From an optimization exercise on the open Yosys and OpenROAD flow, aimed at small area, a short achievable clock period and few clock cycles per item; shortcuts taken in it are not production practice. RTL that was checked went through simulation tests only; none was proved equivalent to the original. Function not checked in runs 1 and 2: the RTL went through the layout flow alone. No activity file was given, so power comes from the tool's default toggle rates.

==> flow/design.v, too long to show whole: its modules and the start of the top module <==
// module fp_pfx_add: 34 lines
// module fp_lzc27: 31 lines
// module fp_mul_core: 1043 lines
// module fpu_top: 280 lines
module fpu_top (
    input  logic            clk,
    input  logic            rst,
    input  logic            in_valid,
    output logic            in_ready,
    input  logic [31:0]     op_a,
    input  logic [31:0]     op_b,
    input  logic [1:0]      op,
    output logic            out_valid,
    input  logic            out_ready,
    output logic [31:0]     result,
    output logic [3:0]      flags
);
  // ...
==> flow/flow/run.sh <==
#!/bin/bash
# Standard layout, with timing repair aiming below the clock period:
# repair_timing works until every path has SETUP_SLACK_MARGIN ns to spare.
set -o pipefail
bash standard.sh SETUP_SLACK_MARGIN=8.3 finish > flow.log 2>&1
==> flow/standard.sh <==
#!/bin/bash
# synth_recipe.tcl (not shown) runs the flow's synth.tcl, then flattens the netlist and writes it again
# the make line also repeats each setting of config.mk as NAME=value (left out here)
make -C /OpenROAD-flow-scripts/flow DESIGN_CONFIG=/design/flow/config.mk WORK_HOME=/design/flow/orfs CLKGATE_MAP_FILE= SYNTH_SCRIPT=/design/flow/synth_recipe.tcl "${@:-finish}"
==> flow/config.mk <==
export PLATFORM = sky130hd
export DESIGN_NAME = fpu_top
export DESIGN_NICKNAME = fpu_top
export VERILOG_FILES = /design/flow/design.v
export SDC_FILE = /design/flow/constraint.sdc
export NUM_CORES = 4
export LEC_CHECK = 0
export CAP_MARGIN = 20
export CORE_MARGIN = 2
export CORE_UTILIZATION = 45
export PLACE_DENSITY = 0.6
export SLEW_MARGIN = 20
==> flow/constraint.sdc <==
create_clock -name core_clock -period 13.0 [get_ports {clk}]
set_input_delay 2.6000 -clock core_clock [delete_from_list [all_inputs] [get_ports {clk}]]
set_output_delay 2.6000 -clock core_clock [all_outputs]
set_load 0.01 [all_outputs]
==> impl_metrics.json, run 1 <==
{
  "htreeDepth": 2,
  "cpMaxStageDelayCell": "fa_1",
  "run_status": "no timing/DRC/antenna violations",
  "drive_gt1_share_pct": 8.54,
  "fin_tns_setup_ns": 0,
  "clkTransAtPathRegs_ns": 0.06,
  "final-clk-cell-share_pct": 3.63,
  "layoutNonFillerInstCount": 4550,
  "worst-path-stages": 14,
  "syn-instance-count": 3518,
  "finalSetupViolations": 0,
  "finalWorstSetupSlack_ns": 8.37,
  "fin_crit_ns": 4.63,
  "root_buffer": "clkbuf_16",
  "synth-edff-count": 336,
  "area_dominant_class": "multi-input gates",
  "p_int_w": 0.00462,
  "comb.multi_input.count": 2542,
  "wl_met1_um": 44300,
  "regArea_um2": 10200,
  "routed_wl_um": 110000,
  "cp_common_cell": "fa_1",
  "gp_congestion": 0.957,
  "diodes": 0,
  "tritoncts": "built",
  "ys.flop_type": "edfxtp_1",
  "grt_pass1_vias": 26569,
  "fillers": 6926,
  "hold_class": "register to register",
  "cp-start-kind": "register",
  "final_nets": 4077,
  "r2r_cells": 14,
  "pwr-share-clk_pct": 14.0,
  "slew-limit-headroom_pct": 18.2,
  "finalHoldViolCount": 0,
  "seq_share_pct": 26.6,
  "fin_hold_ws_ns": 0.419,
  "cts_hold_buf": 0,
  "cp.buffers_inverters": 4,
  "final.setup_skew_ns": 0.0294
}
==> module fpu_top, before the edit <==
module fpu_top (
    input  logic            clk,
    input  logic            rst,
    input  logic            in_valid,
    output logic            in_ready,
    input  logic [31:0]     op_a,
    input  logic [31:0]     op_b,
    input  logic [1:0]      op,
    output logic            out_valid,
    input  logic            out_ready,
    output logic [31:0]     result,
    output logic [3:0]      flags
);
    localparam logic [1:0] SP_NONE = 2'd0;
    localparam logic [1:0] SP_NAN  = 2'd1;
    localparam logic [1:0] SP_INF  = 2'd2;
    localparam logic [1:0] SP_ZERO = 2'd3;
    logic v1, v2, ov, kv;
    logic go;
    assign go        = !kv;       
    assign in_ready  = go;
    assign out_valid = ov;
    logic [31:0] r1_a, r1_b;
    logic [1:0]  r1_op;
    always_ff @(posedge clk) begin
        if (rst)     v1 <= 1'b0;
        else if (go) v1 <= in_valid;
    end
    always_ff @(posedge clk) begin
        if (go) begin
            r1_a  <= op_a;
            r1_b  <= op_b;
            r1_op <= op;
        end
    end
    logic        sa, sb, esb;
    logic [7:0]  ea, eb;
    logic [22:0] fa, fb;
    logic        za, zb, inf_a, inf_b, nan_a, nan_b;
    logic        is_mul, is_rsvd;
    logic        a_ge, a_eq;
    assign sa = r1_a[31];
    assign sb = r1_b[31];
    assign ea = r1_a[30:23];
    assign eb = r1_b[30:23];
    assign fa = r1_a[22:0];
    assign fb = r1_b[22:0];
    assign za    = (ea == 8'd0);
    assign zb    = (eb == 8'd0);
    assign inf_a = (&ea) && (fa == 23'd0);
    assign inf_b = (&eb) && (fb == 23'd0);
    assign nan_a = (&ea) && (fa != 23'd0);
    assign nan_b = (&eb) && (fb != 23'd0);
    assign is_mul  = (r1_op == 2'd2);
    assign is_rsvd = (r1_op == 2'd3);
    assign esb     = sb ^ r1_op[0];    
    fp_pfx_add #(.W(31)) u_cmp (
        .a (r1_a[30:0]), .b (~r1_b[30:0]), .cin (1'b1), .s (), .co (a_ge)
    );
    assign a_eq = (r1_a[30:0] == r1_b[30:0]);
    logic [1:0] spk;
    logic       sps;
    always_comb begin
        spk = SP_NONE;
        sps = 1'b0;
        if (is_rsvd || nan_a || nan_b) begin
            spk = SP_NAN;
        end else if (!is_mul) begin
            if (inf_a && inf_b) begin
                if (sa != esb) begin
                    spk = SP_NAN;
                end else begin
                    spk = SP_INF;
                    sps = sa;
                end
            end else if (inf_a) begin
                spk = SP_INF;
                sps = sa;
            end else if (inf_b) begin
                spk = SP_INF;
                sps = esb;
            end else if (za && zb) begin
                spk = SP_ZERO;
                sps = sa & esb;
            end else if (a_eq && (sa != esb)) begin
                spk = SP_ZERO;    
            end
        end else begin
            if ((inf_a && zb) || (inf_b && za)) begin
                spk = SP_NAN;
            end else if (inf_a || inf_b) begin
                spk = SP_INF;
                sps = sa ^ sb;
            end else if (za || zb) begin
                spk = SP_ZERO;
                sps = sa ^ sb;
            end
        end
    end
    logic [7:0]  e_big, ediff;
    logic [22:0] f_big, f_small;
    logic        small_z, s_big, eff_sub;
    logic [23:0] sig_small;
    logic [4:0]  shamt;
    logic [7:0]  d_ab, d_ba;
    fp_pfx_add #(.W(8)) u_dab (.a (ea), .b (~eb), .cin (1'b1), .s (d_ab), .co ());
    fp_pfx_add #(.W(8)) u_dba (.a (eb), .b (~ea), .cin (1'b1), .s (d_ba), .co ());
    assign e_big     = a_ge ? ea : eb;
    assign ediff     = a_ge ? d_ab : d_ba;
    assign f_big     = a_ge ? fa : fb;
    assign f_small   = a_ge ? fb : fa;
    assign small_z   = a_ge ? zb : za;
    assign s_big     = a_ge ? sa : esb;
    assign eff_sub   = sa ^ esb;
    assign sig_small = small_z ? 24'd0 : {1'b1, f_small};
    assign shamt     = (ediff[7:5] != 3'd0) ? 5'd31 : ediff[4:0];
    logic [47:0] cs_s, cs_c;
    logic [9:0]  mexp;
    fp_mul_core u_mul (
        .a    (fa),
        .b    (fb),
        .cs_s (cs_s),
        .cs_c (cs_c)
    );
    localparam logic [9:0] MINUS_BIAS = 10'h381;
    logic [9:0] me_s, me_c;
    assign me_s = {2'b00, ea} ^ {2'b00, eb} ^ MINUS_BIAS;
    assign me_c = {(({1'b0, ea[7:0]} & {1'b0, eb[7:0]}) |
                    ({1'b0, ea[7:0]} & MINUS_BIAS[8:0]) |
                    ({1'b0, eb[7:0]} & MINUS_BIAS[8:0])), 1'b0};
    fp_pfx_add #(.W(10)) u_mexp (.a (me_s), .b (me_c), .cin (1'b0), .s (mexp), .co ());
    logic [47:0] r2_s, r2_c;
    logic [9:0]  r2_e;
    logic [4:0]  r2_sh;
    logic        r2_sgn, r2_mul, r2_sps;
    logic [1:0]  r2_spk;
    always_ff @(posedge clk) begin
        if (rst)     v2 <= 1'b0;
        else if (go) v2 <= v1;
    end
    always_ff @(posedge clk) begin
        if (go) begin
            r2_s   <= is_mul ? cs_s : {eff_sub, f_big, sig_small};
            r2_c   <= cs_c;
            r2_sh  <= shamt;
            r2_e   <= is_mul ? mexp : {2'b00, e_big};
            r2_sgn <= is_mul ? (sa ^ sb) : s_big;
            r2_mul <= is_mul;
            r2_spk <= spk;
            r2_sps <= sps;
        end
    end
    logic [26:0] sh_v [0:5];
    logic        sh_st [0:5];
    logic [26:0] aligned;
    logic [27:0] raw_sum;
    logic        r2_eff_sub;
    assign r2_eff_sub = r2_s[47];
    assign sh_v[5]    = {r2_s[23:0], 3'b000};
    assign sh_st[5]   = 1'b0;
    for (genvar k = 4; k >= 0; k--) begin : g_align
        localparam int D = 1 << k;
        assign sh_v[k]  = r2_sh[k] ? (sh_v[k+1] >> D) : sh_v[k+1];
        assign sh_st[k] = sh_st[k+1] | (r2_sh[k] && (sh_v[k+1][D-1:0] != '0));
    end
    assign aligned = {sh_v[0][26:1], sh_v[0][0] | sh_st[0]};
    fp_pfx_add #(.W(28)) u_sum (
        .a   ({2'b01, r2_s[46:24], 3'b000}),
        .b   ({1'b0, aligned} ^ {28{r2_eff_sub}}),
        .cin (r2_eff_sub),
        .s   (raw_sum),
        .co  ()
    );
    logic [47:0] prod;
    logic [27:0] m_x;
    fp_pfx_add #(.W(48)) u_prod (.a (r2_s), .b (r2_c), .cin (1'b0), .s (prod), .co ());
    assign m_x  = {prod[47:21], |prod[20:0]};
    logic        v3;
    logic [27:0] r3_x;
    logic [9:0]  r3_e;
    logic        r3_sgn, r3_sps;
    logic [1:0]  r3_spk;
    always_ff @(posedge clk) begin
        if (rst)     v3 <= 1'b0;
        else if (go) v3 <= v2;
    end
    always_ff @(posedge clk) begin
        if (go) begin
            r3_x   <= r2_mul ? m_x : raw_sum;
            r3_e   <= r2_e;
            r3_sgn <= r2_sgn;
            r3_spk <= r2_spk;
            r3_sps <= r2_sps;
        end
    end
    logic [4:0]  lz;
    logic [26:0] n_sig;
    logic [9:0]  n_exp;
    logic [9:0]  e_inc, e_dec;
    fp_lzc27 u_lzc (.x (r3_x[26:0]), .lz (lz));
    fp_pfx_add #(.W(10)) u_einc (.a (r3_e), .b (10'd0), .cin (1'b1), .s (e_inc), .co ());
    fp_pfx_add #(.W(10)) u_edec (.a (r3_e), .b (~{5'd0, lz}), .cin (1'b1), .s (e_dec), .co ());
    assign n_sig = r3_x[27] ? {r3_x[27:2], r3_x[1] | r3_x[0]} : (r3_x[26:0] << lz);
    assign n_exp = r3_x[27] ? e_inc : e_dec;
    logic        v4;
    logic [26:0] sig;
    logic [9:0]  exp;
    logic        r4_sgn, r4_sps;
    logic [1:0]  r4_spk;
    always_ff @(posedge clk) begin
        if (rst)     v4 <= 1'b0;
        else if (go) v4 <= v3;
    end
    always_ff @(posedge clk) begin
        if (go) begin
            sig    <= n_sig;
            exp    <= n_exp;
            r4_sgn <= r3_sgn;
            r4_spk <= r3_spk;
            r4_sps <= r3_sps;
        end
    end
    logic        round_up, rnd_co;
    logic [23:0] sig_rnd;
    logic [9:0]  exp_p1, exp_rnd;
    logic        ovf, unf;
    logic [31:0] rp_result;
    logic [3:0]  rp_flags;
    assign round_up = sig[2] & (sig[1] | sig[0] | sig[3]);
    fp_pfx_add #(.W(24)) u_rnd (.a (sig[26:3]), .b (24'd0), .cin (round_up), .s (sig_rnd), .co (rnd_co));
    fp_pfx_add #(.W(10)) u_ep1 (.a (exp), .b (10'd0), .cin (1'b1), .s (exp_p1), .co ());
    assign exp_rnd = rnd_co ? exp_p1 : exp;
    assign ovf = !exp[9] && (exp[8] || (&exp[7:0]) || (rnd_co && exp[7:0] == 8'hFE));
    assign unf = exp[9] || (exp[8:0] == 9'd0 && !rnd_co);
    always_comb begin
        rp_flags    = 4'd0;
        rp_flags[0] = |sig[2:0];
        if (ovf) begin
            rp_result   = {r4_sgn, 8'hFF, 23'd0};
            rp_flags[2] = 1'b1;
            rp_flags[0] = 1'b1;
        end else if (unf) begin
            rp_result   = {r4_sgn, 31'd0};
            rp_flags[1] = 1'b1;
            rp_flags[0] = 1'b1;
        end else begin
            rp_result = {r4_sgn, exp_rnd[7:0], sig_rnd[22:0]};
        end
    end
    logic [35:0] st_out;
    always_comb begin
        case (r4_spk)
            SP_NAN:  st_out = {32'h7FC0_0000, 4'b1000};
            SP_INF:  st_out = {r4_sps, 8'hFF, 23'd0, 4'b0000};
            SP_ZERO: st_out = {r4_sps, 31'd0, 4'b0000};
            default: st_out = {rp_result, rp_flags};
        endcase
    end
    logic        incoming, o_free;
    logic [35:0] k_data;
    assign incoming = go && v4;
    assign o_free   = !ov || out_ready;
    always_ff @(posedge clk) begin
        if (rst) begin
            ov <= 1'b0;
            kv <= 1'b0;
        end else begin
            if (o_free) ov <= kv || incoming;
            if (kv) begin
                if (o_free) kv <= 1'b0;
            end else if (incoming && !o_free) begin
                kv <= 1'b1;
            end
        end
    end
    always_ff @(posedge clk) begin
        if (o_free) {result, flags} <= kv ? k_data : st_out;
        if (!kv && !o_free) k_data <= st_out;
    end
endmodule
==> run 2, diff against run 1 <==
--- a/flow/design.v
+++ b/flow/design.v
@@ -34,16 +34,69 @@
         CLS_NORMAL = 2'd1,
         CLS_INF    = 2'd2,
         CLS_NAN    = 2'd3
     } fp_class_t;
 endpackage
 `default_nettype wire
 `timescale 1ns/1ps
 `default_nettype none
+module fp_booth_enc (
+    input  wire [22:0] f,
+    output wire [11:0] one,
+    output wire [11:0] two,
+    output wire [11:0] neg
+);
+    wire [25:0] x = {2'b01, f, 1'b0};    
+    for (genvar i = 0; i < 12; i++) begin : g_dig
+        wire x2 = x[2*i+2];
+        wire x1 = x[2*i+1];
+        wire x0 = x[2*i];
+        assign one[i] = x1 ^ x0;
+        assign two[i] = (x2 & ~x1 & ~x0) | (~x2 & x1 & x0);
+        assign neg[i] = x2 & ~(x1 & x0);
+    end
+endmodule
+`default_nettype wire
+`timescale 1ns/1ps
+`default_nettype none
+module fp_tz24 (
+    input  wire [22:0] f,
+    output wire [4:0]  tz
+);
+    wire [31:0] y = {8'hFF, 1'b1, f};
+    wire [15:0] v1;
+    wire        c1 [0:15];
+    wire [7:0]  v2;
+    wire [1:0]  c2 [0:7];
+    wire [3:0]  v3;
+    wire [2:0]  c3 [0:3];
+    wire [1:0]  v4;
+    wire [3:0]  c4 [0:1];
+    for (genvar i = 0; i < 16; i++) begin : g_l1
+        assign v1[i] = y[2*i+1] | y[2*i];
+        assign c1[i] = ~y[2*i];
+    end
+    for (genvar i = 0; i < 8; i++) begin : g_l2
+        assign v2[i] = v1[2*i+1] | v1[2*i];
+        assign c2[i] = v1[2*i] ? {1'b0, c1[2*i]} : {1'b1, c1[2*i+1]};
+    end
+    for (genvar i = 0; i < 4; i++) begin : g_l3
+        assign v3[i] = v2[2*i+1] | v2[2*i];
+        assign c3[i] = v2[2*i] ? {1'b0, c2[2*i]} : {1'b1, c2[2*i+1]};
+    end
+    for (genvar i = 0; i < 2; i++) begin : g_l4
+        assign v4[i] = v3[2*i+1] | v3[2*i];
+        assign c4[i] = v3[2*i] ? {1'b0, c3[2*i]} : {1'b1, c3[2*i+1]};
+    end
+    assign tz = v4[0] ? {1'b0, c4[0]} : {1'b1, c4[1]};
+endmodule
+`default_nettype wire
+`timescale 1ns/1ps
+`default_nettype none
 module fp_pfx_add #(
     parameter int W = 8
 ) (
     input  wire [W-1:0] a,
     input  wire [W-1:0] b,
     input  wire         cin,
     output wire [W-1:0] s,
     output wire         co
@@ -104,23 +157,25 @@
     end
     assign lz = v4[1] ? {1'b0, c4[1]} : {1'b1, c4[0]};
 endmodule
 `default_nettype wire
 `timescale 1ns/1ps
 `default_nettype none
 module fp_mul_core (
     input  wire [22:0] a,
-    input  wire [22:0] b,
+    input  wire [11:0] bd_one,    
+    input  wire [11:0] bd_two,
+    input  wire [11:0] bd_neg,
     output wire [47:0] cs_s,
     output wire [47:0] cs_c
 );
-    wire one0 = b[0] ^ 1'b0;
-    wire two0 = (b[1] & ~b[0] & ~1'b0) | (~b[1] & b[0] & 1'b0);
-    wire neg0 = b[1] & ~(b[0] & 1'b0);
+    wire one0 = bd_one[0];
+    wire two0 = bd_two[0];
+    wire neg0 = bd_neg[0];
     wire pp0_0 = ((a[0] & one0)) ^ neg0;
     wire pp0_1 = ((a[1] & one0) | (a[0] & two0)) ^ neg0;
     wire pp0_2 = ((a[2] & one0) | (a[1] & two0)) ^ neg0;
     wire pp0_3 = ((a[3] & one0) | (a[2] & two0)) ^ neg0;
     wire pp0_4 = ((a[4] & one0) | (a[3] & two0)) ^ neg0;
     wire pp0_5 = ((a[5] & one0) | (a[4] & two0)) ^ neg0;
     wire pp0_6 = ((a[6] & one0) | (a[5] & two0)) ^ neg0;
     wire pp0_7 = ((a[7] & one0) | (a[6] & two0)) ^ neg0;
@@ -137,19 +192,19 @@
     wire pp0_18 = ((a[18] & one0) | (a[17] & two0)) ^ neg0;
     wire pp0_19 = ((a[19] & one0) | (a[18] & two0)) ^ neg0;
     wire pp0_20 = ((a[20] & one0) | (a[19] & two0)) ^ neg0;
     wire pp0_21 = ((a[21] & one0) | (a[20] & two0)) ^ neg0;
     wire pp0_22 = ((a[22] & one0) | (a[21] & two0)) ^ neg0;
     wire pp0_23 = (one0 | (a[22] & two0)) ^ neg0;
     wire pp0_24 = (two0) ^ neg0;
     wire sn0 = ~neg0;
-    wire one1 = b[2] ^ b[1];
-    wire two1 = (b[3] & ~b[2] & ~b[1]) | (~b[3] & b[2] & b[1]);
-    wire neg1 = b[3] & ~(b[2] & b[1]);
+    wire one1 = bd_one[1];
+    wire two1 = bd_two[1];
+    wire neg1 = bd_neg[1];
     wire pp1_0 = ((a[0] & one1)) ^ neg1;
     wire pp1_1 = ((a[1] & one1) | (a[0] & two1)) ^ neg1;
     wire pp1_2 = ((a[2] & one1) | (a[1] & two1)) ^ neg1;
     wire pp1_3 = ((a[3] & one1) | (a[2] & two1)) ^ neg1;
     wire pp1_4 = ((a[4] & one1) | (a[3] & two1)) ^ neg1;
     wire pp1_5 = ((a[5] & one1) | (a[4] & two1)) ^ neg1;
     wire pp1_6 = ((a[6] & one1) | (a[5] & two1)) ^ neg1;
     wire pp1_7 = ((a[7] & one1) | (a[6] & two1)) ^ neg1;
@@ -166,19 +221,19 @@
     wire pp1_18 = ((a[18] & one1) | (a[17] & two1)) ^ neg1;
     wire pp1_19 = ((a[19] & one1) | (a[18] & two1)) ^ neg1;
     wire pp1_20 = ((a[20] & one1) | (a[19] & two1)) ^ neg1;
     wire pp1_21 = ((a[21] & one1) | (a[20] & two1)) ^ neg1;
     wire pp1_22 = ((a[22] & one1) | (a[21] & two1)) ^ neg1;
     wire pp1_23 = (one1 | (a[22] & two1)) ^ neg1;
     wire pp1_24 = (two1) ^ neg1;
     wire sn1 = ~neg1;
-    wire one2 = b[4] ^ b[3];
-    wire two2 = (b[5] & ~b[4] & ~b[3]) | (~b[5] & b[4] & b[3]);
-    wire neg2 = b[5] & ~(b[4] & b[3]);
+    wire one2 = bd_one[2];
+    wire two2 = bd_two[2];
+    wire neg2 = bd_neg[2];
     wire pp2_0 = ((a[0] & one2)) ^ neg2;
     wire pp2_1 = ((a[1] & one2) | (a[0] & two2)) ^ neg2;
     wire pp2_2 = ((a[2] & one2) | (a[1] & two2)) ^ neg2;
     wire pp2_3 = ((a[3] & one2) | (a[2] & two2)) ^ neg2;
     wire pp2_4 = ((a[4] & one2) | (a[3] & two2)) ^ neg2;
     wire pp2_5 = ((a[5] & one2) | (a[4] & two2)) ^ neg2;
     wire pp2_6 = ((a[6] & one2) | (a[5] & two2)) ^ neg2;
     wire pp2_7 = ((a[7] & one2) | (a[6] & two2)) ^ neg2;
@@ -195,19 +250,19 @@
     wire pp2_18 = ((a[18] & one2) | (a[17] & two2)) ^ neg2;
     wire pp2_19 = ((a[19] & one2) | (a[18] & two2)) ^ neg2;
     wire pp2_20 = ((a[20] & one2) | (a[19] & two2)) ^ neg2;
     wire pp2_21 = ((a[21] & one2) | (a[20] & two2)) ^ neg2;
     wire pp2_22 = ((a[22] & one2) | (a[21] & two2)) ^ neg2;
     wire pp2_23 = (one2 | (a[22] & two2)) ^ neg2;
     wire pp2_24 = (two2) ^ neg2;
     wire sn2 = ~neg2;
-    wire one3 = b[6] ^ b[5];
-    wire two3 = (b[7] & ~b[6] & ~b[5]) | (~b[7] & b[6] & b[5]);
-    wire neg3 = b[7] & ~(b[6] & b[5]);
+    wire one3 = bd_one[3];
+    wire two3 = bd_two[3];
+    wire neg3 = bd_neg[3];
     wire pp3_0 = ((a[0] & one3)) ^ neg3;
     wire pp3_1 = ((a[1] & one3) | (a[0] & two3)) ^ neg3;
     wire pp3_2 = ((a[2] & one3) | (a[1] & two3)) ^ neg3;
     wire pp3_3 = ((a[3] & one3) | (a[2] & two3)) ^ neg3;
     wire pp3_4 = ((a[4] & one3) | (a[3] & two3)) ^ neg3;
     wire pp3_5 = ((a[5] & one3) | (a[4] & two3)) ^ neg3;
     wire pp3_6 = ((a[6] & one3) | (a[5] & two3)) ^ neg3;
     wire pp3_7 = ((a[7] & one3) | (a[6] & two3)) ^ neg3;
@@ -224,19 +279,19 @@
     wire pp3_18 = ((a[18] & one3) | (a[17] & two3)) ^ neg3;
     wire pp3_19 = ((a[19] & one3) | (a[18] & two3)) ^ neg3;
     wire pp3_20 = ((a[20] & one3) | (a[19] & two3)) ^ neg3;
     wire pp3_21 = ((a[21] & one3) | (a[20] & two3)) ^ neg3;
     wire pp3_22 = ((a[22] & one3) | (a[21] & two3)) ^ neg3;
     wire pp3_23 = (one3 | (a[22] & two3)) ^ neg3;
     wire pp3_24 = (two3) ^ neg3;
     wire sn3 = ~neg3;
-    wire one4 = b[8] ^ b[7];
-    wire two4 = (b[9] & ~b[8] & ~b[7]) | (~b[9] & b[8] & b[7]);
-    wire neg4 = b[9] & ~(b[8] & b[7]);
+    wire one4 = bd_one[4];
+    wire two4 = bd_two[4];
+    wire neg4 = bd_neg[4];
     wire pp4_0 = ((a[0] & one4)) ^ neg4;
     wire pp4_1 = ((a[1] & one4) | (a[0] & two4)) ^ neg4;
     wire pp4_2 = ((a[2] & one4) | (a[1] & two4)) ^ neg4;
     wire pp4_3 = ((a[3] & one4) | (a[2] & two4)) ^ neg4;
     wire pp4_4 = ((a[4] & one4) | (a[3] & two4)) ^ neg4;
     wire pp4_5 = ((a[5] & one4) | (a[4] & two4)) ^ neg4;
     wire pp4_6 = ((a[6] & one4) | (a[5] & two4)) ^ neg4;
     wire pp4_7 = ((a[7] & one4) | (a[6] & two4)) ^ neg4;
@@ -253,19 +308,19 @@
     wire pp4_18 = ((a[18] & one4) | (a[17] & two4)) ^ neg4;
     wire pp4_19 = ((a[19] & one4) | (a[18] & two4)) ^ neg4;
     wire pp4_20 = ((a[20] & one4) | (a[19] & two4)) ^ neg4;
     wire pp4_21 = ((a[21] & one4) | (a[20] & two4)) ^ neg4;
     wire pp4_22 = ((a[22] & one4) | (a[21] & two4)) ^ neg4;
     wire pp4_23 = (one4 | (a[22] & two4)) ^ neg4;
     wire pp4_24 = (two4) ^ neg4;
     wire sn4 = ~neg4;
-    wire one5 = b[10] ^ b[9];
-    wire two5 = (b[11] & ~b[10] & ~b[9]) | (~b[11] & b[10] & b[9]);
-    wire neg5 = b[11] & ~(b[10] & b[9]);
+    wire one5 = bd_one[5];
+    wire two5 = bd_two[5];
+    wire neg5 = bd_neg[5];
     wire pp5_0 = ((a[0] & one5)) ^ neg5;
     wire pp5_1 = ((a[1] & one5) | (a[0] & two5)) ^ neg5;
     wire pp5_2 = ((a[2] & one5) | (a[1] & two5)) ^ neg5;
     wire pp5_3 = ((a[3] & one5) | (a[2] & two5)) ^ neg5;
     wire pp5_4 = ((a[4] & one5) | (a[3] & two5)) ^ neg5;
     wire pp5_5 = ((a[5] & one5) | (a[4] & two5)) ^ neg5;
     wire pp5_6 = ((a[6] & one5) | (a[5] & two5)) ^ neg5;
     wire pp5_7 = ((a[7] & one5) | (a[6] & two5)) ^ neg5;
@@ -282,19 +337,19 @@
     wire pp5_18 = ((a[18] & one5) | (a[17] & two5)) ^ neg5;
     wire pp5_19 = ((a[19] & one5) | (a[18] & two5)) ^ neg5;
     wire pp5_20 = ((a[20] & one5) | (a[19] & two5)) ^ neg5;
     wire pp5_21 = ((a[21] & one5) | (a[20] & two5)) ^ neg5;
     wire pp5_22 = ((a[22] & one5) | (a[21] & two5)) ^ neg5;
     wire pp5_23 = (one5 | (a[22] & two5)) ^ neg5;
     wire pp5_24 = (two5) ^ neg5;
     wire sn5 = ~neg5;
-    wire one6 = b[12] ^ b[11];
-    wire two6 = (b[13] & ~b[12] & ~b[11]) | (~b[13] & b[12] & b[11]);
-    wire neg6 = b[13] & ~(b[12] & b[11]);
+    wire one6 = bd_one[6];
+    wire two6 = bd_two[6];
+    wire neg6 = bd_neg[6];
     wire pp6_0 = ((a[0] & one6)) ^ neg6;
     wire pp6_1 = ((a[1] & one6) | (a[0] & two6)) ^ neg6;
     wire pp6_2 = ((a[2] & one6) | (a[1] & two6)) ^ neg6;
     wire pp6_3 = ((a[3] & one6) | (a[2] & two6)) ^ neg6;
     wire pp6_4 = ((a[4] & one6) | (a[3] & two6)) ^ neg6;
     wire pp6_5 = ((a[5] & one6) | (a[4] & two6)) ^ neg6;
     wire pp6_6 = ((a[6] & one6) | (a[5] & two6)) ^ neg6;
     wire pp6_7 = ((a[7] & one6) | (a[6] & two6)) ^ neg6;
@@ -311,19 +366,19 @@
     wire pp6_18 = ((a[18] & one6) | (a[17] & two6)) ^ neg6;
     wire pp6_19 = ((a[19] & one6) | (a[18] & two6)) ^ neg6;
     wire pp6_20 = ((a[20] & one6) | (a[19] & two6)) ^ neg6;
     wire pp6_21 = ((a[21] & one6) | (a[20] & two6)) ^ neg6;
     wire pp6_22 = ((a[22] & one6) | (a[21] & two6)) ^ neg6;
     wire pp6_23 = (one6 | (a[22] & two6)) ^ neg6;
     wire pp6_24 = (two6) ^ neg6;
     wire sn6 = ~neg6;
-    wire one7 = b[14] ^ b[13];
-    wire two7 = (b[15] & ~b[14] & ~b[13]) | (~b[15] & b[14] & b[13]);
-    wire neg7 = b[15] & ~(b[14] & b[13]);
+    wire one7 = bd_one[7];
+    wire two7 = bd_two[7];
+    wire neg7 = bd_neg[7];
     wire pp7_0 = ((a[0] & one7)) ^ neg7;
     wire pp7_1 = ((a[1] & one7) | (a[0] & two7)) ^ neg7;
     wire pp7_2 = ((a[2] & one7) | (a[1] & two7)) ^ neg7;
     wire pp7_3 = ((a[3] & one7) | (a[2] & two7)) ^ neg7;
     wire pp7_4 = ((a[4] & one7) | (a[3] & two7)) ^ neg7;
     wire pp7_5 = ((a[5] & one7) | (a[4] & two7)) ^ neg7;
     wire pp7_6 = ((a[6] & one7) | (a[5] & two7)) ^ neg7;
     wire pp7_7 = ((a[7] & one7) | (a[6] & two7)) ^ neg7;
@@ -340,19 +395,19 @@
     wire pp7_18 = ((a[18] & one7) | (a[17] & two7)) ^ neg7;
     wire pp7_19 = ((a[19] & one7) | (a[18] & two7)) ^ neg7;
     wire pp7_20 = ((a[20] & one7) | (a[19] & two7)) ^ neg7;
     wire pp7_21 = ((a[21] & one7) | (a[20] & two7)) ^ neg7;
     wire pp7_22 = ((a[22] & one7) | (a[21] & two7)) ^ neg7;
     wire pp7_23 = (one7 | (a[22] & two7)) ^ neg7;
     wire pp7_24 = (two7) ^ neg7;
     wire sn7 = ~neg7;
-    wire one8 = b[16] ^ b[15];
-    wire two8 = (b[17] & ~b[16] & ~b[15]) | (~b[17] & b[16] & b[15]);
-    wire neg8 = b[17] & ~(b[16] & b[15]);
+    wire one8 = bd_one[8];
+    wire two8 = bd_two[8];
+    wire neg8 = bd_neg[8];
     wire pp8_0 = ((a[0] & one8)) ^ neg8;
     wire pp8_1 = ((a[1] & one8) | (a[0] & two8)) ^ neg8;
     wire pp8_2 = ((a[2] & one8) | (a[1] & two8)) ^ neg8;
     wire pp8_3 = ((a[3] & one8) | (a[2] & two8)) ^ neg8;
     wire pp8_4 = ((a[4] & one8) | (a[3] & two8)) ^ neg8;
     wire pp8_5 = ((a[5] & one8) | (a[4] & two8)) ^ neg8;
     wire pp8_6 = ((a[6] & one8) | (a[5] & two8)) ^ neg8;
     wire pp8_7 = ((a[7] & one8) | (a[6] & two8)) ^ neg8;
@@ -369,19 +424,19 @@
     wire pp8_18 = ((a[18] & one8) | (a[17] & two8)) ^ neg8;
     wire pp8_19 = ((a[19] & one8) | (a[18] & two8)) ^ neg8;
     wire pp8_20 = ((a[20] & one8) | (a[19] & two8)) ^ neg8;
     wire pp8_21 = ((a[21] & one8) | (a[20] & two8)) ^ neg8;
     wire pp8_22 = ((a[22] & one8) | (a[21] & two8)) ^ neg8;
     wire pp8_23 = (one8 | (a[22] & two8)) ^ neg8;
     wire pp8_24 = (two8) ^ neg8;
     wire sn8 = ~neg8;
-    wire one9 = b[18] ^ b[17];
-    wire two9 = (b[19] & ~b[18] & ~b[17]) | (~b[19] & b[18] & b[17]);
-    wire neg9 = b[19] & ~(b[18] & b[17]);
+    wire one9 = bd_one[9];
+    wire two9 = bd_two[9];
+    wire neg9 = bd_neg[9];
     wire pp9_0 = ((a[0] & one9)) ^ neg9;
     wire pp9_1 = ((a[1] & one9) | (a[0] & two9)) ^ neg9;
     wire pp9_2 = ((a[2] & one9) | (a[1] & two9)) ^ neg9;
     wire pp9_3 = ((a[3] & one9) | (a[2] & two9)) ^ neg9;
     wire pp9_4 = ((a[4] & one9) | (a[3] & two9)) ^ neg9;
     wire pp9_5 = ((a[5] & one9) | (a[4] & two9)) ^ neg9;
     wire pp9_6 = ((a[6] & one9) | (a[5] & two9)) ^ neg9;
     wire pp9_7 = ((a[7] & one9) | (a[6] & two9)) ^ neg9;
@@ -398,19 +453,19 @@
     wire pp9_18 = ((a[18] & one9) | (a[17] & two9)) ^ neg9;
     wire pp9_19 = ((a[19] & one9) | (a[18] & two9)) ^ neg9;
     wire pp9_20 = ((a[20] & one9) | (a[19] & two9)) ^ neg9;
     wire pp9_21 = ((a[21] & one9) | (a[20] & two9)) ^ neg9;
     wire pp9_22 = ((a[22] & one9) | (a[21] & two9)) ^ neg9;
     wire pp9_23 = (one9 | (a[22] & two9)) ^ neg9;
     wire pp9_24 = (two9) ^ neg9;
     wire sn9 = ~neg9;
-    wire one10 = b[20] ^ b[19];
-    wire two10 = (b[21] & ~b[20] & ~b[19]) | (~b[21] & b[20] & b[19]);
-    wire neg10 = b[21] & ~(b[20] & b[19]);
+    wire one10 = bd_one[10];
+    wire two10 = bd_two[10];
+    wire neg10 = bd_neg[10];
     wire pp10_0 = ((a[0] & one10)) ^ neg10;
     wire pp10_1 = ((a[1] & one10) | (a[0] & two10)) ^ neg10;
     wire pp10_2 = ((a[2] & one10) | (a[1] & two10)) ^ neg10;
     wire pp10_3 = ((a[3] & one10) | (a[2] & two10)) ^ neg10;
     wire pp10_4 = ((a[4] & one10) | (a[3] & two10)) ^ neg10;
     wire pp10_5 = ((a[5] & one10) | (a[4] & two10)) ^ neg10;
     wire pp10_6 = ((a[6] & one10) | (a[5] & two10)) ^ neg10;
     wire pp10_7 = ((a[7] & one10) | (a[6] & two10)) ^ neg10;
@@ -427,19 +482,19 @@
     wire pp10_18 = ((a[18] & one10) | (a[17] & two10)) ^ neg10;
     wire pp10_19 = ((a[19] & one10) | (a[18] & two10)) ^ neg10;
     wire pp10_20 = ((a[20] & one10) | (a[19] & two10)) ^ neg10;
     wire pp10_21 = ((a[21] & one10) | (a[20] & two10)) ^ neg10;
     wire pp10_22 = ((a[22] & one10) | (a[21] & two10)) ^ neg10;
     wire pp10_23 = (one10 | (a[22] & two10)) ^ neg10;
     wire pp10_24 = (two10) ^ neg10;
     wire sn10 = ~neg10;
-    wire one11 = b[22] ^ b[21];
-    wire two11 = (1'b1 & ~b[22] & ~b[21]) | (~1'b1 & b[22] & b[21]);
-    wire neg11 = 1'b1 & ~(b[22] & b[21]);
+    wire one11 = bd_one[11];
+    wire two11 = bd_two[11];
+    wire neg11 = bd_neg[11];
     wire pp11_0 = ((a[0] & one11)) ^ neg11;
     wire pp11_1 = ((a[1] & one11) | (a[0] & two11)) ^ neg11;
     wire pp11_2 = ((a[2] & one11) | (a[1] & two11)) ^ neg11;
     wire pp11_3 = ((a[3] & one11) | (a[2] & two11)) ^ neg11;
     wire pp11_4 = ((a[4] & one11) | (a[3] & two11)) ^ neg11;
     wire pp11_5 = ((a[5] & one11) | (a[4] & two11)) ^ neg11;
     wire pp11_6 = ((a[6] & one11) | (a[5] & two11)) ^ neg11;
     wire pp11_7 = ((a[7] & one11) | (a[6] & two11)) ^ neg11;
@@ -1166,31 +1221,37 @@
     output logic [31:0]     result,
     output logic [3:0]      flags
 );
     localparam logic [1:0] SP_NONE = 2'd0;
     localparam logic [1:0] SP_NAN  = 2'd1;
     localparam logic [1:0] SP_INF  = 2'd2;
     localparam logic [1:0] SP_ZERO = 2'd3;
     logic v1, v2, ov, kv;
+    logic ir, ovn;                
     logic go;
     assign go        = !kv;       
-    assign in_ready  = go;
-    assign out_valid = ov;
+    assign in_ready  = ir;
+    assign out_valid = !ovn;
     logic [31:0] r1_a, r1_b;
     logic [1:0]  r1_op;
+    logic [11:0] bd_one, bd_two, bd_neg, r1_one, r1_two, r1_neg;
+    fp_booth_enc u_benc (.f (op_b[22:0]), .one (bd_one), .two (bd_two), .neg (bd_neg));
     always_ff @(posedge clk) begin
         if (rst)     v1 <= 1'b0;
         else if (go) v1 <= in_valid;
     end
     always_ff @(posedge clk) begin
         if (go) begin
             r1_a  <= op_a;
             r1_b  <= op_b;
             r1_op <= op;
+            r1_one <= bd_one;
+            r1_two <= bd_two;
+            r1_neg <= bd_neg;
         end
     end
     logic        sa, sb, esb;
     logic [7:0]  ea, eb;
     logic [22:0] fa, fb;
     logic        za, zb, inf_a, inf_b, nan_a, nan_b;
     logic        is_mul, is_rsvd;
     logic        a_ge, a_eq;
@@ -1249,84 +1310,90 @@
             end else if (za || zb) begin
                 spk = SP_ZERO;
                 sps = sa ^ sb;
             end
         end
     end
     logic [7:0]  e_big, ediff;
     logic [22:0] f_big, f_small;
-    logic        small_z, s_big, eff_sub;
-    logic [23:0] sig_small;
-    logic [4:0]  shamt;
+    logic        e_ge, small_z, s_big, eff_sub;
+    logic [23:0] sig_small, sig_x;
+    logic [4:0]  shamt, tz_a, tz_b, tz_s;
+    logic [5:0]  lo_pos;
     logic [7:0]  d_ab, d_ba;
-    fp_pfx_add #(.W(8)) u_dab (.a (ea), .b (~eb), .cin (1'b1), .s (d_ab), .co ());
+    fp_pfx_add #(.W(8)) u_dab (.a (ea), .b (~eb), .cin (1'b1), .s (d_ab), .co (e_ge));
     fp_pfx_add #(.W(8)) u_dba (.a (eb), .b (~ea), .cin (1'b1), .s (d_ba), .co ());
-    assign e_big     = a_ge ? ea : eb;
-    assign ediff     = a_ge ? d_ab : d_ba;
+    fp_tz24 u_tza (.f (fa), .tz (tz_a));
+    fp_tz24 u_tzb (.f (fb), .tz (tz_b));
+    assign e_big     = e_ge ? ea : eb;
+    assign ediff     = e_ge ? d_ab : d_ba;
+    assign small_z   = e_ge ? zb : za;
     assign f_big     = a_ge ? fa : fb;
     assign f_small   = a_ge ? fb : fa;
-    assign small_z   = a_ge ? zb : za;
+    assign tz_s      = a_ge ? tz_b : tz_a;
     assign s_big     = a_ge ? sa : esb;
     assign eff_sub   = sa ^ esb;
     assign sig_small = small_z ? 24'd0 : {1'b1, f_small};
+    assign sig_x     = sig_small ^ {24{eff_sub}};
     assign shamt     = (ediff[7:5] != 3'd0) ? 5'd31 : ediff[4:0];
+    assign lo_pos    = small_z ? 6'd32 : ({1'b0, tz_s} + 6'd3);
     logic [47:0] cs_s, cs_c;
     logic [9:0]  mexp;
     fp_mul_core u_mul (
-        .a    (fa),
-        .b    (fb),
-        .cs_s (cs_s),
-        .cs_c (cs_c)
+        .a      (fa),
+        .bd_one (r1_one),
+        .bd_two (r1_two),
+        .bd_neg (r1_neg),
+        .cs_s   (cs_s),
+        .cs_c   (cs_c)
     );
     localparam logic [9:0] MINUS_BIAS = 10'h381;
     logic [9:0] me_s, me_c;
     assign me_s = {2'b00, ea} ^ {2'b00, eb} ^ MINUS_BIAS;
     assign me_c = {(({1'b0, ea[7:0]} & {1'b0, eb[7:0]}) |
                     ({1'b0, ea[7:0]} & MINUS_BIAS[8:0]) |
                     ({1'b0, eb[7:0]} & MINUS_BIAS[8:0])), 1'b0};
     fp_pfx_add #(.W(10)) u_mexp (.a (me_s), .b (me_c), .cin (1'b0), .s (mexp), .co ());
     logic [47:0] r2_s, r2_c;
     logic [9:0]  r2_e;
-    logic [4:0]  r2_sh;
     logic        r2_sgn, r2_mul, r2_sps;
     logic [1:0]  r2_spk;
     always_ff @(posedge clk) begin
         if (rst)     v2 <= 1'b0;
         else if (go) v2 <= v1;
     end
     always_ff @(posedge clk) begin
         if (go) begin
-            r2_s   <= is_mul ? cs_s : {eff_sub, f_big, sig_small};
-            r2_c   <= cs_c;
-            r2_sh  <= shamt;
+            r2_s   <= is_mul ? cs_s : {eff_sub, f_big, sig_x};
+            r2_c   <= {cs_c[47:11], is_mul ? cs_c[10:0] : {shamt, lo_pos}};
             r2_e   <= is_mul ? mexp : {2'b00, e_big};
             r2_sgn <= is_mul ? (sa ^ sb) : s_big;
             r2_mul <= is_mul;
             r2_spk <= spk;
             r2_sps <= sps;
         end
     end
     logic [26:0] sh_v [0:5];
-    logic        sh_st [0:5];
-    logic [26:0] aligned;
+    logic [4:0]  r2_sh;
+    logic [5:0]  r2_lo;
+    logic        r2_eff_sub, st0;
     logic [27:0] raw_sum;
-    logic        r2_eff_sub;
     assign r2_eff_sub = r2_s[47];
-    assign sh_v[5]    = {r2_s[23:0], 3'b000};
-    assign sh_st[5]   = 1'b0;
+    assign r2_sh      = r2_c[10:6];
+    assign r2_lo      = r2_c[5:0];
+    assign sh_v[5]    = {r2_s[23:0], {3{r2_eff_sub}}};
     for (genvar k = 4; k >= 0; k--) begin : g_align
         localparam int D = 1 << k;
-        assign sh_v[k]  = r2_sh[k] ? (sh_v[k+1] >> D) : sh_v[k+1];
-        assign sh_st[k] = sh_st[k+1] | (r2_sh[k] && (sh_v[k+1][D-1:0] != '0));
+        assign sh_v[k] = r2_sh[k] ? {{D{r2_eff_sub}}, sh_v[k+1][26:D]} : sh_v[k+1];
     end
-    assign aligned = {sh_v[0][26:1], sh_v[0][0] | sh_st[0]};
+    assign st0 = ({1'b0, r2_sh} >= r2_lo);
     fp_pfx_add #(.W(28)) u_sum (
         .a   ({2'b01, r2_s[46:24], 3'b000}),
-        .b   ({1'b0, aligned} ^ {28{r2_eff_sub}}),
+        .b   ({r2_eff_sub, sh_v[0][26:1], st0 ^ r2_eff_sub}),
         .cin (r2_eff_sub),
         .s   (raw_sum),
         .co  ()
     );
     logic [47:0] prod;
     logic [27:0] m_x;
     fp_pfx_add #(.W(48)) u_prod (.a (r2_s), .b (r2_c), .cin (1'b0), .s (prod), .co ());
     assign m_x  = {prod[47:21], |prod[20:0]};
@@ -1410,27 +1477,30 @@
             SP_ZERO: st_out = {r4_sps, 31'd0, 4'b0000};
             default: st_out = {rp_result, rp_flags};
         endcase
     end
     logic        incoming, o_free;
     logic [35:0] k_data;
     assign incoming = go && v4;
     assign o_free   = !ov || out_ready;
+    logic ov_next, kv_next;
+    assign ov_next = o_free ? (kv || incoming) : ov;
+    assign kv_next = kv ? !o_free : (incoming && !o_free);
     always_ff @(posedge clk) begin
         if (rst) begin
-            ov <= 1'b0;
-            kv <= 1'b0;
+            ov  <= 1'b0;
+            kv  <= 1'b0;
+            ovn <= 1'b1;
+            ir  <= 1'b1;
         end else begin
-            if (o_free) ov <= kv || incoming;
-            if (kv) begin
-                if (o_free) kv <= 1'b0;
-            end else if (incoming && !o_free) begin
-                kv <= 1'b1;
-            end
+            ov  <= ov_next;
+            kv  <= kv_next;
+            ovn <= !ov_next;
+            ir  <= !kv_next;
         end
     end
     always_ff @(posedge clk) begin
         if (o_free) {result, flags} <= kv ? k_data : st_out;
         if (!kv && !o_free) k_data <= st_out;
     end
 endmodule
 `default_nettype wire
==> flow/flow/run.sh (replaced) <==
#!/bin/bash
# Standard layout with two changes:
#  - after the standard synthesis, flow/fixinv.py removes inverters between
#    full-adder cells (a full adder is self-dual, so a cell can work on
#    complemented inputs and give complemented outputs); registers and all
#    other cells are untouched;
#  - timing repair aims below the clock period: repair_timing works until
#    every path has SETUP_SLACK_MARGIN ns to spare.
set -euo pipefail
M=8.3
R=orfs/results/sky130hd/fpu_top/base
bash standard.sh SETUP_SLACK_MARGIN=$M synth > synth.log 2>&1
cp $R/1_2_yosys.v synth_netlist_orig.log
python3 flow/fixinv.py synth_netlist_orig.log $R/1_2_yosys.v > fixinv.log 2>&1
touch $R/1_2_yosys.v
bash standard.sh SETUP_SLACK_MARGIN=$M finish > flow.log 2>&1
==> flow/flow/fixinv.py (new file) <==
#!/usr/bin/env python3
"""Remove inverters around full-adder cells in a mapped sky130 netlist.

A full adder is self-dual: FA(~a, ~b, ~c) = (~sum, ~cout). Each fa cell may
therefore work on complemented signals, its outputs then carrying the
complement of their original values. This picks that choice per cell by
local search so that as few inverters as possible are needed, drops the
netlist's free inverters (internal nets, loads only on cell pins) and adds one
inverter per net whose complement is still needed. Registers and every other
cell are left as they are; each of their pins still sees its original value.

usage: fixinv.py IN.v OUT.v
"""
import re
import sys
from collections import defaultdict

OUT_PINS = {"X", "Y", "Q", "Q_N", "SUM", "COUT", "HI", "LO"}
INV_RE = re.compile(r"^sky130_fd_sc_hd__(inv|clkinv)_\d+$")
FA_RE = re.compile(r"^sky130_fd_sc_hd__fa_\d+$")

src = open(sys.argv[1]).read()
mod_start = src.index("module ")
body_end = src.rindex("endmodule")
if "assign " in src[mod_start:body_end]:
    sys.stderr.write("fixinv: netlist has assign statements, left unchanged\n")
    open(sys.argv[2], "w").write(src)
    sys.exit(0)

cell_re = re.compile(r"^  (sky130_fd_sc_hd__\w+) (\\\S+ |\S+) +\((.*?)\n  \);\n", re.S | re.M)
pin_re = re.compile(r"\.(\w+)\(((?:\\\S+ )|[^()]*?)\)")

cells = []  # [type, name, {pin: net}, span]
n_inst = len(re.findall(r"^  sky130_fd_sc_hd__", src, re.M))
for m in cell_re.finditer(src):
    pins = {}
    for pm in pin_re.finditer(m.group(3)):
        pins[pm.group(1)] = pm.group(2).strip()
    cells.append([m.group(1), m.group(2), pins, m.span()])

if len(cells) != n_inst:
    sys.stderr.write(f"fixinv: parsed {len(cells)} of {n_inst} cells, netlist left unchanged\n")
    open(sys.argv[2], "w").write(src)
    sys.exit(0)

ports = set()
for m in re.finditer(r"^\s*(input|output)\s+(\[\d+:\d+\]\s+)?(\S+);", src, re.M):
    ports.add(m.group(3))

def is_port_net(n):
    base = n.lstrip("\\").split("[")[0].strip()
    return base in ports

driver = {}
loads = defaultdict(list)
for ci, (typ, name, pins, _) in enumerate(cells):
    for p, n in pins.items():
        if p in OUT_PINS:
            driver[n] = (ci, p)
        else:
            loads[n].append((ci, p))

free_inv = set()
for ci, (typ, name, pins, _) in enumerate(cells):
    if INV_RE.match(typ):
        y = pins["Y"]
        if not is_port_net(y) and loads[y]:
            free_inv.add(ci)

def lit(n):
    """(base net, polarity) of net n through free inverters."""
    pol = 0
    while n in driver and driver[n][0] in free_inv:
        pol ^= 1
        n = cells[driver[n][0]][2]["A"]
    return n, pol

fa_cells = [ci for ci, c in enumerate(cells) if FA_RE.match(c[0])]
flip = defaultdict(int)

# Every load pin of a kept cell, with the literal it needs (before flips)
pin_req = []  # (ci, pin, base, pol)
for ci, (typ, name, pins, _) in enumerate(cells):
    if ci in free_inv:
        continue
    for p, n in pins.items():
        if p in OUT_PINS:
            continue
        b, pol = lit(n)
        pin_req.append((ci, p, b, pol))

by_base = defaultdict(list)
for k, (ci, p, b, pol) in enumerate(pin_req):
    by_base[b].append(k)

def phys(b):
    d = driver.get(b)
    if d is not None and FA_RE.match(cells[d[0]][0]):
        return flip[d[0]]
    return 0

def need_inv(b):
    ph = phys(b)
    for k in by_base[b]:
        ci, p, _, pol = pin_req[k]
        want = pol ^ (flip[ci] if FA_RE.match(cells[ci][0]) else 0)
        if want != ph:
            return 1
    return 0

def touched(ci):
    pins = cells[ci][2]
    s = set()
    for p in ("A", "B", "CIN"):
        s.add(lit(pins[p])[0])
    for p in ("SUM", "COUT"):
        s.add(pins[p])
    return s

before = sum(need_inv(b) for b in by_base)
n_free = len(free_inv)
improved = True
passes = 0
while improved and passes < 50:
    improved = False
    passes += 1
    for ci in fa_cells:
        nets = touched(ci)
        old = sum(need_inv(b) for b in nets)
        flip[ci] ^= 1
        new = sum(need_inv(b) for b in nets)
        if new < old:
            improved = True
        else:
            flip[ci] ^= 1
after = sum(need_inv(b) for b in by_base)

# Rebuild: new pin connections
inv_net = {}
new_cells = []
for b in sorted(by_base):
    if need_inv(b):
        k = len(inv_net)
        y = f"fixinv_n{k}"
        inv_net[b] = y
        bn = b if not b.startswith("\\") else b + " "
        new_cells.append(f"  sky130_fd_sc_hd__inv_1 fixinv_c{k} (\n    .A({bn}),\n    .Y({y})\n  );\n")

newpins = defaultdict(dict)
for ci, p, b, pol in pin_req:
    want = pol ^ (flip[ci] if FA_RE.match(cells[ci][0]) else 0)
    n = b if want == phys(b) else inv_net[b]
    newpins[ci][p] = n

out = []
pos = 0
for ci, (typ, name, pins, span) in enumerate(cells):
    out.append(src[pos:span[0]])
    pos = span[1]
    if ci in free_inv:
        continue
    conns = []
    for p, n in pins.items():
        if p not in OUT_PINS:
            n = newpins[ci][p]
        tok = n + " " if n.startswith("\\") else n
        conns.append(f"    .{p}({tok})")
    out.append(f"  {typ} {name} (\n" + ",\n".join(conns) + "\n  );\n")
tail = src[pos:]
ei = tail.rindex("endmodule")
out.append(tail[:ei] + "".join(new_cells) + tail[ei:])
text = "".join(out)
# declare the new nets after the first wire declaration
decl = "".join(f"  wire {v};\n" for v in inv_net.values())
wi = text.index("  wire ", text.index("module "))
text = text[:wi] + decl + text[wi:]
open(sys.argv[2], "w").write(text)
sys.stderr.write(f"fixinv: {len(fa_cells)} full adders, {sum(flip.values())} flipped, "
                 f"free inverters {n_free} -> {after} (start {before}), {passes} passes\n")
==> run 2 against run 1 <==
Still clean on timing, DRC and antenna; design area grew 2.2%; sequential power up 6%; die area rose by 3.7%; wire length down 0.70%; utilization fell by 0.83 points; register-to-register slack gained 0.14 ns; sequential share of layout area up 1.8 points; combinational power rose by 14%; clock-buffer cell count rose by 12; via count is 0.15% higher; critical path type unchanged; largest cell class unchanged.
==> impl_metrics.json, run 2 <==
{
  "fillers": 7225,
  "post-dp-hpwl_um": 76900,
  "largestRegisters": "r2_c (48), r2_s (48), k_data (36)",
  "core_area_um2": 78600,
  "finalHoldViolCount": 0,
  "synth.net_count": 3992,
  "worst_pin_slew_ns": 1.18,
  "routed_wl_um": 109000,
  "diodes": 0,
  "r2r_cells": 10,
  "die_w_um": 285,
  "layout_commonest_cell": "edfxtp_1",
  "final.setup_skew_ns": 0.0245,
  "fin_crit_ns": 4.49,
  "r2r_start": "r1_a[11]",
  "drtPass1Iterations": 6,
  "cp_common_cell": "fa_1",
  "grt_overflow": 0,
  "crit_path_end_kind": "register",
  "ir_drop_mv": 0.161,
  "holdPathStages": 0,
  "clkLatencyLatePin_ns": 0.62,
  "tritoncts": "built",
  "grt_start_max_net_pins": 75,
  "die_h_um": 285,
  "drtAntennaViolNets": 0,
  "maxCapViolCount": 0,
  "rsz0062_at_grt": "false",
  "slew-limit-headroom_pct": 21.4,
  "start_util_pct": 45.2,
  "period_share_pct": 34.5,
  "timing.final.max_slew_violations": 0,
  "cpMaxStageDelayCell": "edfxtp_1",
  "clkTransAtPathRegs_ns": 0.06,
  "layoutNonFillerInstCount": 4531,
  "drt-wirelength-per-cell_um": 24.1,
  "cts_hold_buf": 0,
  "clkSinkCount": 374,
  "most-common-layout-cells": "366 x edfxtp_1, 277 x inv_1, 269 x xnor2_1",
  "cts_buffers": 46,
  "area_growth_pct": 10.5,
  "drc": 0,
  "hold_start": "r2_e[6]",
  "grt_pass1_vias": 26873,
  "post_drt_via_cell_ratio": 5.99,
  "rows": 103,
  "leakage_nw": 15.7,
  "reg2reg_to": "r2_s[22]",
  "worstHoldEndpoint": "r3_e[6]",
  "pre_cts_ws_ns": 8.28,
  "htreeDepth": 2,
  "postSynthAreaPerCell_um2": 10.3,
  "drt_iter0_markers": 2697,
  "yosys_warnings": 10,
  "cp_max_fo": 23,
  "criticalPathCategory": "register to register",
  "cp-start-kind": "register",
  "cp.buffers_inverters": 1,
  "utilization_pct": 49.9,
  "grt_pass1_wl_um": 166000,
  "finalWorstSetupSlack_ns": 8.51,
  "slowest_delay_ns": 0.65,
  "crit_chain": "buf_4 > a22oi_1 > xnor2_1 > fa_1 > fa_1 > fa_1 > fa_1 > fa_1 > nor2_1 > a31oi_1",
  "required_ns": 13.33,
  "hold_class": "register to register",
  "rrSetupSlack_ns": 8.51,
  "cts_buffer_depth": 3,
  "timing.fmax_mhz": 223,
  "syn_area_um2": 35500,
  "grt_usage_pct": 26.6,
  "power_density_nw_per_um2": 241,
  "dp_cells": 4441,
  "final_nets": 3989,
  "worstPathArrival_ns": 4.81,
  "design.die.area_um2": 81200,
  "postPlaceCellArea_um2": 37600,
  "fin_tns_setup_ns": 0,
  "port_buffers": 107,
  "finalSetupViolations": 0,
  "design_area_um2": 39300,
  "syn-instance-count": 3450,
  "num_vias": 27157,
  "ios": 108,
  "run_status": "no timing/DRC/antenna violations",
  "antenna_found_initial": 1,
  "drive_gt1_share_pct": 7.87,
  "root_buffer": "clkbuf_16",
  "gp_congestion": 0.976,
  "critPathTopFamily": "adder cells"
}
-- run 2: how the worst max path moves through the flow --
stage	slack [ns]	from	cells past startpoint	end
finish	8.51	r1_a[11]	10	r2_s[22]
global placement	8.31	out_ready	4	k_data[28]
detailed placement	8.28	r1_neg[0]	19	r2_c[4]
CTS	8.33	r1_neg[6]	10	r2_s[24]
floorplan	8.35	out_ready	2	k_data[0]
global route	8.29	r2_c[10]	16	r3_x[24]
-- run 2: per-stage QoR --
step | power (W) | hold WS (ns)
finish | 0.00945 | 0.419
global route | 0.0102 | 0.429
CTS | 0.00938 | 0.422
detailed placement | 0.00804 | 0.407
global placement | 0.00797 | 0.402
floorplan | 0.00615 | 0.400
-- run 2: area by class of cell --
cell class	count	area [µm²]	area share, %
Multi-Input combinational cell	2549	22400	57.1
Sequential cell	374	11200	28.4
Timing Repair Buffer	195	1770	4.50
Tap cell	1050	1310	3.35
Clock buffer	57	1310	3.33
Inverter	281	1070	2.72
Clock inverter	25	253	0.644
-- run 2: timing repair --
action,4_1_cts,5_1_grt
setup endpoints to repair,1,20
buffers inserted,0,7
resized for setup,1,14
pin swaps,0,1
-- run 2: where the power goes --
group | internal [W] | switching, W
combinational | 0.00252 | 0.00333
sequential | 0.00194 | 0.000342
clock | 0.000761 | 0.000557
-- run 2: metal layers --
metal | vias to the layer above | global-route usage [%] | routed length (µm) | part of all wire (%)
met5 | - | 0 | 17 | 0.016
met4 | 2 | 12.4 | 5290 | 4.8
met3 | 291 | 3.86 | 7890 | 7.2
met2 | 1232 | 43.7 | 51700 | 47
met1 | 13336 | 34.8 | 44200 | 41
li1 | 12296 | - | - | -
==> module fp_pfx_add, before the edit <==
module fp_pfx_add #(
    parameter int W = 8
) (
    input  wire [W-1:0] a,
    input  wire [W-1:0] b,
    input  wire         cin,
    output wire [W-1:0] s,
    output wire         co
);
    localparam int L = (W > 1) ? $clog2(W) : 1;
    wire [W-1:0] x = a ^ b;
    wire [W-1:0] g [0:L];
    wire [W-1:0] p [0:L];
    assign g[0] = (a & b) | {{(W-1){1'b0}}, x[0] & cin};
    assign p[0] = x;
    for (genvar l = 0; l < L; l++) begin : g_lvl
        for (genvar i = 0; i < W; i++) begin : g_bit
            if (((i >> l) & 1) == 1) begin : g_op
                localparam int J = ((i >> l) << l) - 1;
                assign g[l+1][i] = g[l][i] | (p[l][i] & g[l][J]);
                assign p[l+1][i] = p[l][i] & p[l][J];
            end else begin : g_pass
                assign g[l+1][i] = g[l][i];
                assign p[l+1][i] = p[l][i];
            end
        end
    end
    if (W > 1) begin : g_sum
        assign s = x ^ {g[L][W-2:0], cin};
    end else begin : g_sum1
        assign s = x ^ cin;
    end
    assign co = g[L][W-1];
endmodule
==> run 3, diff against run 2 <==
--- a/flow/design.v
+++ b/flow/design.v
@@ -101,7 +101,7 @@
     output wire [W-1:0] s,
     output wire         co
 );
-    localparam int L = (W > 1) ? $clog2(W) : 1;
+    localparam int L = (W > 32) ? 6 : (W > 16) ? 5 : (W > 8) ? 4 : (W > 4) ? 3 : (W > 2) ? 2 : 1;
     wire [W-1:0] x = a ^ b;
     wire [W-1:0] g [0:L];
     wire [W-1:0] p [0:L];
==> run 3 against run 2 <==
Highest routed layer unchanged; register-to-register slack is essentially flat; non-clock buffer count did not move; design area did not move; critical endpoint unchanged.
==> impl_metrics.json, run 3 <==
{
  "run_status": "no timing/DRC/antenna violations",
  "most-common-layout-cells": "366 x edfxtp_1, 277 x inv_1, 269 x xnor2_1",
  "diodes": 0,
  "clkTransAtPathRegs_ns": 0.06,
  "post-dp-hpwl_um": 76900,
  "criticalPathCategory": "register to register",
  "drtAntennaViolNets": 0,
  "antenna_found_initial": 1,
  "postSynthAreaPerCell_um2": 10.3,
  "fin_crit_ns": 4.49,
  "pre_cts_ws_ns": 8.28,
  "timing.final.max_slew_violations": 0,
  "design.die.area_um2": 81200,
  "drt-wirelength-per-cell_um": 24.1,
  "drtPass1Iterations": 6,
  "leakage_nw": 15.7,
  "syn_area_um2": 35500,
  "drive_gt1_share_pct": 7.87,
  "num_vias": 27157,
  "crit_path_end_kind": "register",
  "slowest_delay_ns": 0.65,
  "start_util_pct": 45.2,
  "power_density_nw_per_um2": 241,
  "crit_chain": "buf_4 > a22oi_1 > xnor2_1 > fa_1 > fa_1 > fa_1 > fa_1 > fa_1 > nor2_1 > a31oi_1",
  "cpMaxStageDelayCell": "edfxtp_1",
  "drt_iter0_markers": 2697,
  "cts_hold_buf": 0,
  "grt_overflow": 0,
  "timing.fmax_mhz": 223,
  "cp_common_cell": "fa_1",
  "htreeDepth": 2,
  "grt_pass1_vias": 26873,
  "gp_congestion": 0.976,
  "clkLatencyLatePin_ns": 0.62,
  "grt_pass1_wl_um": 166000,
  "cp-start-kind": "register",
  "fin_tns_setup_ns": 0,
  "routed_wl_um": 109000,
  "hold_class": "register to register",
  "yosys_warnings": 10,
  "cp_max_fo": 23,
  "final.setup_skew_ns": 0.0245,
  "cp.buffers_inverters": 1,
  "maxCapViolCount": 0,
  "ios": 108,
  "finalWorstSetupSlack_ns": 8.51,
  "drc": 0,
  "worst_pin_slew_ns": 1.18,
  "cts_buffers": 46,
  "post_drt_via_cell_ratio": 5.99,
  "period_share_pct": 34.5,
  "clkSinkCount": 374,
  "largestRegisters": "r2_c (48), r2_s (48), k_data (36)",
  "grt_usage_pct": 26.6,
  "required_ns": 13.33,
  "cts_buffer_depth": 3,
  "port_buffers": 107,
  "rsz0062_at_grt": "false",
  "die_w_um": 285,
  "slew-limit-headroom_pct": 21.4,
  "grt_start_max_net_pins": 75,
  "critPathTopFamily": "adder cells",
  "rows": 103,
  "syn-instance-count": 3450,
  "ir_drop_mv": 0.161,
  "tritoncts": "built",
  "layout_commonest_cell": "edfxtp_1",
  "finalHoldViolCount": 0,
  "root_buffer": "clkbuf_16",
  "die_h_um": 285,
  "core_area_um2": 78600,
  "finalSetupViolations": 0,
  "final_nets": 3989,
  "synth.net_count": 3992,
  "area_growth_pct": 10.5,
  "worstPathArrival_ns": 4.81
}
run 3: worst paths after layout:
check                              start       end  slack (ns)  depth (start not counted)
worst max-delay path            r1_a[11]  r2_s[22]        8.51                         10
worst max register to register  r1_a[11]  r2_s[22]        8.51                         10
worst min register to register   r2_e[6]   r3_e[6]        0.42                          0
worst min-delay path             r2_e[6]   r3_e[6]        0.42                          0
run 3: cell type report:
class                      instances  area (µm²)
clock inverter                    25         253
multi-input combinational       2549       22400
sequential                       374       11200
timing repair buffer             195        1770
inverter                         281        1070
clock buffer                      57        1310
tap                             1050        1310
fill                            7225       39300
run 3: report_power, final:
part	internal (W)	total, W	switching (W)
Combinational	0.00252	0.00585	0.00333
Clock	0.000761	0.00132	0.000557
Sequential	0.00194	0.00228	0.000342
Total	0.00522	0.00945	0.00423
run 3: repair_timing:
action	4_1_cts	5_1_grt
buffers inserted	0	7
pin swaps	0	1
gates resized for setup	1	14
gates cloned	0	0
setup endpoints to repair	1	20
run 3: per-stage QoR:
stage	utilization, %	cells	area (µm²)	hold WS [ns]	power, W
CTS	49.8	4523	39200	0.422	0.00938
finish	49.9	4531	39300	0.419	0.00945
global placement	47.8	4441	37600	0.402	0.00797
detailed placement	47.8	4441	37600	0.407	0.00804
floorplan	-	3450	35600	0.400	0.00615
global route	49.9	4531	39300	0.429	0.0102
run 3: metal layers:
layer / up-vias / GRT usage, % / share of wire, %
li1: 12296 / - / -
met1: 13336 / 34.8 / 41
met2: 1232 / 43.7 / 47
met3: 291 / 3.86 / 7.2
met4: 2 / 12.4 / 4.8
met5: - / 0 / 0.016
run 3: worst register-to-register path, stage by stage (launching register included):
cell and delay (ns):
edfxtp_1 0.65, buf_4 0.47, a22oi_1 0.16, xnor2_1 0.23, fa_1 0.49, fa_1 0.55
fa_1 0.43, fa_1 0.49, fa_1 0.43, nor2_1 0.23, a31oi_1 0.07
Testbench counts of run 3, summed over its fixed seeds: cycles 16,040, items 16,000.

-- separate check: timing with driven ports --
In the flow no input, the clock included, has a driving cell. The finished layouts below were timed again as built, in two steps.
Step 1, drivers: a clkbuf_16 drives clk and a buf_2 each remaining input, both assumed.
Step 2 also shifts input and output timing later by t, the mid clock arrival at the registers, as if the neighbouring blocks saw the same clock.
a / b / c = no drivers / after step 1 / after step 2; a / b = the first two.
run | t (ns) | setup WS [ns] | latest minus earliest clock arrival (ns)
run 1 | 0.655 | 8.374 / 8.374 / 8.374 | 0.030 / 0.030
run 2 | 0.671 | 8.515 / 8.515 / 8.335 | 0.026 / 0.027
run 3 | 0.671 | 8.515 / 8.515 / 8.335 | 0.026 / 0.027
After both steps every run listed still meets setup and hold.
